This is an optimization exercise on Yosys and OpenROAD, whose aim is small area and a short achievable clock period, not a production implementation.
Only simulation tests tie the RTL to the original design; equivalence was not proved.
Power figures rest on the tool's default switching activity, not on a simulated workload.

## design/flow/design.v

```verilog
package poker_pkg;
    localparam int NUM_RANKS   = 13;
    localparam int NUM_SUITS   = 4;
    localparam int HOLE_CARDS  = 2;
    localparam int BOARD_CARDS = 5;
    localparam int RUN_LEN     = 5;
    localparam logic [3:0] CARD_MIN = 4'd2;
    localparam logic [3:0] CARD_MAX = 4'd14;
    localparam logic [4:0] CAT_ROYAL          = 5'd31;
    localparam logic [4:0] CAT_STRAIGHT_FLUSH = 5'd30;
    localparam logic [4:0] CAT_FOUR           = 5'd29;
    localparam logic [4:0] CAT_FULL_HOUSE     = 5'd28;
    localparam logic [4:0] CAT_FLUSH          = 5'd27;
    localparam logic [4:0] CAT_STRAIGHT       = 5'd26;
    localparam logic [4:0] CAT_THREE          = 5'd25;
    localparam logic [4:0] CAT_TWO_PAIR       = 5'd24;
    localparam logic [4:0] CAT_HIGH           = 5'd0;
    localparam logic [4:0] PAIR_BASE          = 5'd10;   
    localparam logic [3:0] HC_ROYAL          = 4'd0;
    localparam logic [3:0] HC_STRAIGHT_FLUSH = 4'd1;
    localparam logic [3:0] HC_FOUR           = 4'd2;
    localparam logic [3:0] HC_FULL_HOUSE     = 4'd3;
    localparam logic [3:0] HC_FLUSH          = 4'd4;
    localparam logic [3:0] HC_STRAIGHT       = 4'd5;
    localparam logic [3:0] HC_THREE          = 4'd6;
    localparam logic [3:0] HC_TWO_PAIR       = 4'd7;
    localparam logic [3:0] HC_PAIR           = 4'd8;
    localparam logic [3:0] HC_HIGH           = 4'd9;
endpackage
`timescale 1ns/1ns
module card_decoder (
    input  logic        clk,
    input  logic        rst_n,
    input  logic        in_valid,
    input  logic [11:0] hole_cards,    
    input  logic [29:0] board_cards,   
    output logic [51:0] suit_masks,    
    output logic        s1_valid
);
    logic [41:0] cards;
    logic [51:0] masks_d;
    logic [3:0]  num;
    logic [1:0]  suit;
    assign cards = {board_cards, hole_cards};
    always_comb begin
        masks_d = '0;
        for (int i = 0; i < poker_pkg::HOLE_CARDS + poker_pkg::BOARD_CARDS; i++) begin
            suit = cards[6*i +: 2];
            num  = cards[6*i+2 +: 4];
            if (num >= poker_pkg::CARD_MIN && num <= poker_pkg::CARD_MAX) begin
                masks_d[13*suit + (num - poker_pkg::CARD_MIN)] = 1'b1;
            end
        end
    end
    always_ff @(posedge clk) begin
        if (in_valid) begin
            suit_masks <= masks_d;
        end
    end
    always_ff @(posedge clk or negedge rst_n) begin
        if (!rst_n) begin
            s1_valid <= 1'b0;
        end else begin
            s1_valid <= in_valid;
        end
    end
endmodule
`timescale 1ns/1ns
module rank_counter (
    input  logic [51:0] suit_masks,
    output logic [12:0] present,
    output logic [12:0] quads,
    output logic [12:0] trips,
    output logic [12:0] pairs,
    output logic [1:0]  trip_cnt,
    output logic [2:0]  pair_cnt,
    output logic [1:0]  flush_suit,
    output logic [2:0]  flush_cnt
);
    logic [2:0] rank_cnt [poker_pkg::NUM_RANKS];    
    logic [3:0] suit_cnt [poker_pkg::NUM_SUITS];    
    always_comb begin
        for (int r = 0; r < poker_pkg::NUM_RANKS; r++) begin
            rank_cnt[r] = '0;
            for (int s = 0; s < poker_pkg::NUM_SUITS; s++) begin
                rank_cnt[r] = rank_cnt[r] + {2'b0, suit_masks[13*s + r]};
            end
        end
    end
    always_comb begin
        for (int s = 0; s < poker_pkg::NUM_SUITS; s++) begin
            suit_cnt[s] = '0;
            for (int r = 0; r < poker_pkg::NUM_RANKS; r++) begin
                suit_cnt[s] = suit_cnt[s] + {3'b0, suit_masks[13*s + r]};
            end
        end
    end
    always_comb begin
        flush_suit = 2'd0;
        for (int s = poker_pkg::NUM_SUITS - 1; s >= 0; s--) begin
            if (suit_cnt[s] >= 4'd5) begin
                flush_suit = s[1:0];
            end
        end
    end
    always_comb begin
        trip_cnt = '0;
        pair_cnt = '0;
        for (int r = 0; r < poker_pkg::NUM_RANKS; r++) begin
            present[r] = |rank_cnt[r];
            quads[r]   = (rank_cnt[r] == 3'd4);
            trips[r]   = (rank_cnt[r] == 3'd3);
            pairs[r]   = (rank_cnt[r] == 3'd2);
            trip_cnt   = trip_cnt + {1'b0, trips[r]};     
            pair_cnt   = pair_cnt + {2'b0, pairs[r]};
        end
        flush_cnt = suit_cnt[flush_suit][2:0];
    end
endmodule
`timescale 1ns/1ns
module run_finder (
    input  logic [12:0] mask,
    output logic        found,
    output logic [12:0] low_onehot    
);
    logic wheel;
    assign wheel = &{mask[3:0], mask[12]};
    always_comb begin
        found      = 1'b0;
        low_onehot = '0;
        for (int lo = poker_pkg::NUM_RANKS - poker_pkg::RUN_LEN; lo >= 0; lo--) begin
            if (!found && (&mask[lo +: poker_pkg::RUN_LEN])) begin
                found      = 1'b1;
                low_onehot = 13'd1 << lo;
            end
        end
        if (!found && wheel) begin
            found = 1'b1;       
        end
    end
endmodule
`timescale 1ns/1ns
module hand_classifier (
    input  logic [12:0] quads,
    input  logic [1:0]  trip_cnt,
    input  logic [2:0]  pair_cnt,
    input  logic [2:0]  flush_cnt,
    input  logic        straight_found,
    input  logic [3:0]  suit_found,        
    input  logic [51:0] suit_low,          
    output logic [3:0]  hand_class,
    output logic        sf_found,
    output logic [12:0] sf_low
);
    logic is_royal;
    logic is_full_house;
    always_comb begin
        sf_found = 1'b0;
        sf_low   = '0;
        for (int s = 0; s < poker_pkg::NUM_SUITS; s++) begin
            if (suit_found[s] && (!sf_found || suit_low[13*s +: 13] > sf_low)) begin
                sf_found = 1'b1;
                sf_low   = suit_low[13*s +: 13];
            end
        end
    end
    assign is_royal = sf_found && sf_low[poker_pkg::NUM_RANKS - poker_pkg::RUN_LEN];
    assign is_full_house = (trip_cnt == 2'd2) ||
                           ((trip_cnt != 2'd0) && (pair_cnt != 3'd0));
    always_comb begin
        if (is_royal)                 hand_class = poker_pkg::HC_ROYAL;
        else if (sf_found)            hand_class = poker_pkg::HC_STRAIGHT_FLUSH;
        else if (|quads)              hand_class = poker_pkg::HC_FOUR;
        else if (is_full_house)       hand_class = poker_pkg::HC_FULL_HOUSE;
        else if (flush_cnt >= 3'd5)   hand_class = poker_pkg::HC_FLUSH;
        else if (straight_found)      hand_class = poker_pkg::HC_STRAIGHT;
        else if (trip_cnt != 2'd0)    hand_class = poker_pkg::HC_THREE;
        else if (pair_cnt >= 3'd2)    hand_class = poker_pkg::HC_TWO_PAIR;
        else if (pair_cnt != 3'd0)    hand_class = poker_pkg::HC_PAIR;
        else                          hand_class = poker_pkg::HC_HIGH;
    end
endmodule
`timescale 1ns/1ns
module score_encoder (
    input  logic        clk,
    input  logic        rst_n,
    input  logic        s1_valid,
    input  logic [3:0]  hand_class,
    input  logic [12:0] present,
    input  logic [12:0] quads,
    input  logic [12:0] trips,
    input  logic [12:0] pairs,
    input  logic [1:0]  trip_cnt,
    input  logic [1:0]  flush_suit,
    input  logic [2:0]  flush_cnt,
    input  logic [12:0] sf_low,
    input  logic [12:0] straight_low,
    input  logic [51:0] suit_masks,
    output logic [17:0] score,         
    output logic        out_valid
);
    function automatic logic [12:0] top_onehot(input logic [12:0] m);
        logic [12:0] top;
        top = '0;
        for (int r = 0; r < poker_pkg::NUM_RANKS; r++) begin
            if (m[r]) top = 13'd1 << r;
        end
        top_onehot = top;
    endfunction
    function automatic logic [3:0] onehot_dec(input logic [12:0] m);
        logic [3:0] dec;
        dec = '0;
        for (int r = 0; r < poker_pkg::NUM_RANKS; r++) begin
            if (m[r]) dec = 4'(r + 1);
        end
        onehot_dec = dec;
    endfunction
    function automatic logic [12:0] clr_lowest(input logic [12:0] m);
        clr_lowest = m & (m - 13'd1);
    endfunction
    logic [12:0] top_trip, second_trip;
    logic [12:0] top_pair, second_pair;
    logic [12:0] no_trip, no_pair;         
    logic [12:0] kick1, kick2, kick3;
    logic [12:0] flush_mask;
    logic [4:0]  cat_d;
    logic [12:0] tb_d;
    assign top_trip    = top_onehot(trips);
    assign second_trip = top_onehot(trips & ~top_trip);
    assign top_pair    = top_onehot(pairs);
    assign second_pair = top_onehot(pairs & ~top_pair);
    assign no_trip     = present & ~top_trip;
    assign no_pair     = present & ~top_pair;
    assign flush_mask  = suit_masks[13*flush_suit +: 13];
    assign kick1 = top_onehot(no_pair);
    assign kick2 = top_onehot(no_pair & ~kick1);
    assign kick3 = top_onehot(no_pair & ~kick1 & ~kick2);
    always_comb begin
        cat_d = '0;
        tb_d  = '0;
        case (hand_class)
            poker_pkg::HC_ROYAL: begin
                cat_d = poker_pkg::CAT_ROYAL;
            end
            poker_pkg::HC_STRAIGHT_FLUSH: begin
                cat_d = poker_pkg::CAT_STRAIGHT_FLUSH;
                tb_d  = sf_low;
            end
            poker_pkg::HC_FOUR: begin
                cat_d       = poker_pkg::CAT_FOUR;
                tb_d[12:9]  = onehot_dec(top_onehot(quads));
                tb_d[8:5]   = onehot_dec(top_onehot(present & ~quads));
            end
            poker_pkg::HC_FULL_HOUSE: begin
                cat_d       = poker_pkg::CAT_FULL_HOUSE;
                tb_d[12:9]  = onehot_dec(top_trip);
                tb_d[8:5]   = (trip_cnt == 2'd2) ? onehot_dec(second_trip)
                                                 : onehot_dec(top_pair);
            end
            poker_pkg::HC_FLUSH: begin
                cat_d = poker_pkg::CAT_FLUSH;
                case (flush_cnt)       
                    3'd7:    tb_d = clr_lowest(clr_lowest(flush_mask));
                    3'd6:    tb_d = clr_lowest(flush_mask);
                    default: tb_d = flush_mask;
                endcase
            end
            poker_pkg::HC_STRAIGHT: begin
                cat_d = poker_pkg::CAT_STRAIGHT;
                tb_d  = straight_low;
            end
            poker_pkg::HC_THREE: begin
                cat_d       = poker_pkg::CAT_THREE;
                tb_d[12:9]  = onehot_dec(top_trip);
                tb_d[8:5]   = onehot_dec(top_onehot(no_trip));
                tb_d[4:1]   = onehot_dec(top_onehot(no_trip & ~top_onehot(no_trip)));
            end
            poker_pkg::HC_TWO_PAIR: begin
                cat_d       = poker_pkg::CAT_TWO_PAIR;
                tb_d[12:9]  = onehot_dec(top_pair);
                tb_d[8:5]   = onehot_dec(second_pair);
                tb_d[4:1]   = onehot_dec(top_onehot(no_pair & ~second_pair));
            end
            poker_pkg::HC_PAIR: begin
                cat_d       = poker_pkg::PAIR_BASE + {1'b0, onehot_dec(top_pair)};
                tb_d[12:9]  = onehot_dec(kick1);
                tb_d[8:5]   = onehot_dec(kick2);
                tb_d[4:1]   = onehot_dec(kick3);
            end
            default: begin
                cat_d = poker_pkg::CAT_HIGH;
                tb_d  = clr_lowest(clr_lowest(present));
            end
        endcase
    end
    always_ff @(posedge clk or negedge rst_n) begin
        if (!rst_n) begin
            score     <= '0;
            out_valid <= 1'b0;
        end else begin
            out_valid <= s1_valid;
            if (s1_valid) begin
                score <= {cat_d, tb_d};       
            end
        end
    end
endmodule
`timescale 1ns/1ns
module poker_eval_top (
    input  logic        clk,
    input  logic        rst_n,
    input  logic        in_valid,
    input  logic [11:0] hole_cards,    
    input  logic [29:0] board_cards,   
    output logic        out_valid,
    output logic [17:0] score          
);
    logic [51:0] suit_masks;
    logic        s1_valid;
    logic [12:0] present, quads, trips, pairs;
    logic [1:0]  trip_cnt;
    logic [2:0]  pair_cnt;
    logic [1:0]  flush_suit;
    logic [2:0]  flush_cnt;
    logic        straight_found;
    logic [12:0] straight_low;
    logic [3:0]  suit_found;
    logic [51:0] suit_low;
    logic        sf_found;
    logic [12:0] sf_low;
    logic [3:0]  hand_class;
    card_decoder u_card_decoder (
        .clk         (clk),
        .rst_n       (rst_n),
        .in_valid    (in_valid),
        .hole_cards  (hole_cards),
        .board_cards (board_cards),
        .suit_masks  (suit_masks),
        .s1_valid    (s1_valid)
    );
    rank_counter u_rank_counter (
        .suit_masks (suit_masks),
        .present    (present),
        .quads      (quads),
        .trips      (trips),
        .pairs      (pairs),
        .trip_cnt   (trip_cnt),
        .pair_cnt   (pair_cnt),
        .flush_suit (flush_suit),
        .flush_cnt  (flush_cnt)
    );
    run_finder u_run_straight (
        .mask       (present),
        .found      (straight_found),
        .low_onehot (straight_low)
    );
    for (genvar s = 0; s < poker_pkg::NUM_SUITS; s++) begin : g_suit_run
        run_finder u_run_suit (
            .mask       (suit_masks[13*s +: 13]),
            .found      (suit_found[s]),
            .low_onehot (suit_low[13*s +: 13])
        );
    end
    hand_classifier u_hand_classifier (
        .quads          (quads),
        .trip_cnt       (trip_cnt),
        .pair_cnt       (pair_cnt),
        .flush_cnt      (flush_cnt),
        .straight_found (straight_found),
        .suit_found     (suit_found),
        .suit_low       (suit_low),
        .hand_class     (hand_class),
        .sf_found       (sf_found),
        .sf_low         (sf_low)
    );
    score_encoder u_score_encoder (
        .clk          (clk),
        .rst_n        (rst_n),
        .s1_valid     (s1_valid),
        .hand_class   (hand_class),
        .present      (present),
        .quads        (quads),
        .trips        (trips),
        .pairs        (pairs),
        .trip_cnt     (trip_cnt),
        .flush_suit   (flush_suit),
        .flush_cnt    (flush_cnt),
        .sf_low       (sf_low),
        .straight_low (straight_low),
        .suit_masks   (suit_masks),
        .score        (score),
        .out_valid    (out_valid)
    );
endmodule
```

## design/flow/run.sh

```bash
#!/bin/bash
# synth_recipe.tcl (not shown) runs the flow's synth.tcl, then flattens the netlist and writes it again
# the make line also repeats each setting of config.mk as NAME=value (left out here)
make -C /OpenROAD-flow-scripts/flow DESIGN_CONFIG=/design/flow/config.mk WORK_HOME=/design/flow/orfs CLKGATE_MAP_FILE= SYNTH_SCRIPT=/design/flow/synth_recipe.tcl finish
```

## design/flow/config.mk

```make
export PLATFORM = sky130hd
export DESIGN_NAME = poker_eval_top
export DESIGN_NICKNAME = poker_eval_top
export VERILOG_FILES = /design/flow/design.v
export SDC_FILE = /design/flow/constraint.sdc
export NUM_CORES = 4
export LEC_CHECK = 0
export CAP_MARGIN = 20
export CORE_MARGIN = 2
export CORE_UTILIZATION = 40
export SLEW_MARGIN = 20
```

## design/flow/constraint.sdc

```tcl
create_clock -name core_clock -period 10.0 [get_ports {clk}]
set_input_delay 2.0000 -clock core_clock [delete_from_list [all_inputs] [get_ports {clk}]]
set_output_delay 2.0000 -clock core_clock [all_outputs]
set_load 0.01 [all_outputs]
```

==> notes.md <==
run status no timing/DRC/antenna violations; number of clock sinks 72; worst skew pair latency around 0.37 ns; die span in y roughly 250 um; flip-flop and latch count after synthesis a little over 70; cell with the largest stage delay on the worst path sky130_fd_sc_hd__o311ai_0; worst-case setup slack after placement approximately 1.1 ns; Max Buffers Root-to-Sink 2; combined global-route utilization of all metal layers 0.316; core outline area between 60000 and 70000 um2; final weighted congestion of routability-driven global placement 1.08; Remaining Overflow, GRT 0; data required time of the critical path between 10 and 15 ns; diode count 0; wire length after detailed routing 106000 um; number of nets in the layout between 3000 and 4000; clock tree root driver cell sky130_fd_sc_hd__clkbuf_16; Power, Total 4860 uW; row count 91; number of buffer and inverter stages on the critical path 5; worst-case clock skew ~0.014 ns; leak pwr between 0.01 and 0.015 uW; Final Hold Vio Count 0; max incr delay on CP around 0.85 ns; H-tree Lvls 3; Setup WS post-layout between 1 and 1.5 ns; TritonCTS clock tree done; ratio of final minimum period to clock period 0.897; r2r worst-path depth 27; count of mapped cells out of synthesis ~3600; count of max-cap constraint violations 0; count of different cell masters after synthesis roughly 120; cts-stage hold buffer count 0; buffers inserted during post-CTS setup optimization 0; input/output buffers 63; Starting Density 0.406; Data arrival, critical path between 9 and 10 ns; number of synthesized flops with an enable pin between 50 and 60; family with the most delay on the worst path adder cells; post-layout min period between 8 and 9 ns; cell repeated most along the worst path sky130_fd_sc_hd__fa_1; number of antenna violations at the first check in global routing 2; overall die area 64900 um2; Chip Width 255 um; DP HPWL around 86000 um; grt peak-use layer met2; number of setup violations in the final report 0; setup repair after global routing missed its margin false; Worst Tran Pin Value between 1 and 1.5 ns; drt drc 0; ratio of routed vias to standard cells around 6.6; number of buffers inserted during clock tree synthesis 9; count of nets left with antenna violations after detail routing 0; Iter 0 DRT Violations a little under 4000; fraction of layout instances using a drive strength above 1 0.0535; placed instance area approximately 27000 um2; sequential cell area fraction in the yosys report 0.0819; worst relative slew slack 0.256; relative area change from synthesis to final layout 7.55%; kind of launch point of the worst setup path flop; Yosys warnings 7; highest fanout seen on the critical path 10; cell area after layout roughly 27000 um2; via count of the first global-routing pass 26587; CP Depth 27; post-synth net total 3975; grt met2 use 0.487; worst min-delay path class flop to flop; worst voltage drop across the vdd grid 0.166 mV; hold path cells 1; setup TNS after final layout 0 ns; leading register cell type out of synthesis sky130_fd_sc_hd__edfxtp_1; global routing usage on met3 0.0542; highest clock rate approximately 0.11 GHz; wire length of the first global-routing pass roughly 160000 um; Final Util 0.437; number of gates resized after CTS 0; number of vias in the routed layout ~29000; syn_area_per_cell between 6 and 7 um2; power per unit of standard cell area approximately 180 nW/um2; pin count of the biggest net entering global routing 54; Initial DRT Pass Iterations 9; critical path endpoint category flop; drt wl/cell ~24 um; CP Class flop to flop; GRT met1 Usage 0.425; share of synthesized flip-flops with an asynchronous set or reset 0.278; netlist area before placement 25200 um2; post-CTS clock slew at the launch and capture registers of the worst setup and hold paths 0.07 ns; I/O pin total 64; Max Slew Vio Count 0
[state kept, by name, summed over array words and instances (netlist names)]
signal	count
u_score_encoder.score	18
u_card_decoder.suit_masks	52
u_card_decoder.s1_valid	1
u_score_encoder.out_valid	1
[kinds of logic (layout without fill, tap and decap cells)]
family,Yosys count,in the layout,share of synthesized area
adders and majority gates,315,315,0.174
muxes,30,30,0.0122
AOI/OAI and AO/OA,976,976,0.271
and+or+nand+nor,1696,1696,0.352
DFF,72,72,0.0819
xor gates and xnor gates,128,128,0.0454
buffers and inverters,410,411,0.0637
[routing by layer]
layer	share of wire	routed length, um
met5	0.00011	12
met4	0.061	6460
met3	0.099	10500
met2	0.42	45100
met1	0.42	44200
[cell type report]
| type | instances | area (um2) |
|---|---|---|
| sequential | 72 | 2060 |
| clock buffer | 9 | 225 |
| timing repair buffer | 125 | 1100 |
| tap | 837 | 1050 |
| fill | 6628 | 34900 |
| clock inverter | 7 | 46.3 |
| inverter | 270 | 1010 |
| multi-input combinational | 3145 | 21600 |
[placed cells by master (no fill, tap or decap), types with 86 or more instances in the layout]
cell,Yosys,routed
sky130_fd_sc_hd__nand4_1,104,104
sky130_fd_sc_hd__nor3_1,189,184
sky130_fd_sc_hd__nand2_1,316,316
sky130_fd_sc_hd__ha_1,242,242
sky130_fd_sc_hd__o21ai_0,152,152
sky130_fd_sc_hd__nand3_1,165,165
sky130_fd_sc_hd__inv_1,259,259
sky130_fd_sc_hd__a21oi_1,216,216
sky130_fd_sc_hd__nor2_1,384,383
sky130_fd_sc_hd__nor4_1,86,86
[Yosys cell counts (52+ instances only)]
library cell               number  area share
sky130_fd_sc_hd__xnor2_1       70       0.024
sky130_fd_sc_hd__o21ai_0      152       0.030
sky130_fd_sc_hd__inv_1        259       0.039
sky130_fd_sc_hd__fa_1          61       0.049
sky130_fd_sc_hd__nor2_1       384       0.057
sky130_fd_sc_hd__ha_1         242        0.12
sky130_fd_sc_hd__nor3_1       189       0.038
sky130_fd_sc_hd__xor2_1        56       0.019
sky130_fd_sc_hd__nand3_1      165       0.033
sky130_fd_sc_hd__nand4_1      104       0.026
sky130_fd_sc_hd__edfxtp_1      52       0.062
sky130_fd_sc_hd__a21oi_1      216       0.043
sky130_fd_sc_hd__clkbuf_1      86       0.013
sky130_fd_sc_hd__nand2b_1      69       0.017
sky130_fd_sc_hd__nor4_1        86       0.021
sky130_fd_sc_hd__nand2_1      316       0.047
[per-stage QoR]
stage | hold slack [ns] | instances
after floorplan | 0.387 | 3627
after global placement | 0.498 | 4449
after detailed placement | 0.505 | 4449
after CTS | 0.520 | 4465
after global routing | 0.555 | 4465
final | 0.519 | 4465
[power breakdown]
part | leakage, uW | total, uW | internal [uW] | switching, uW
sequential | 0.000726 | 415 | 362 | 52.7
combinational | 0.00956 | 4120 | 1330 | 2790
clock | 0.000139 | 325 | 168 | 157
[path summary, 6_finish.rpt]
check / startpoint / endpoint / slack, ns
max in group asynchronous: rst_n / u_score_encoder.score[10]$_DFFE_PN0P_ / 7.29
min in group asynchronous: rst_n / u_score_encoder.score[2]$_DFFE_PN0P_ / 2.14
hold reg to reg: u_score_encoder.score[7]$_DFFE_PN0P_ / u_score_encoder.score[7]$_DFFE_PN0P_ / 0.52
hold / removal: u_score_encoder.score[7]$_DFFE_PN0P_ / u_score_encoder.score[7]$_DFFE_PN0P_ / 0.52
setup reg to reg: u_card_decoder.suit_masks[0]$_DFFE_PP_ / u_score_encoder.score[3]$_DFFE_PN0P_ / 1.03
setup / recovery: u_card_decoder.suit_masks[0]$_DFFE_PP_ / u_score_encoder.score[3]$_DFFE_PN0P_ / 1.03

==> what the ideal ports hide <==
No port has a modelled driver above. Below, the same layout with a new extraction and two added sets of constraints. Step 1: set_driving_cell puts a clkbuf_16 on clk and a buf_2 on each other input, an assumption about the parent block. Step 2 moves the port delays by t, midway between the first and last clock arrival at a register: inputs arrive t later, outputs are due t later. That takes back most of the time a late clock gives input paths. Three values: ideal ports, drivers, drivers and shift; two values: the first two.
shift t [ns]: 0.425
setup slack, ns: 1.035 / 1.035 / 0.882
worst setup path at the end: input to register
slew at the worst register clock pin (ns): 0.07 / 0.07
cell pins on the clock port's net: 1
After both steps setup and hold are still met in this run. For this run, drivers alone change the setup slack by 0.000 ns; drivers and shift together by -0.153 ns.
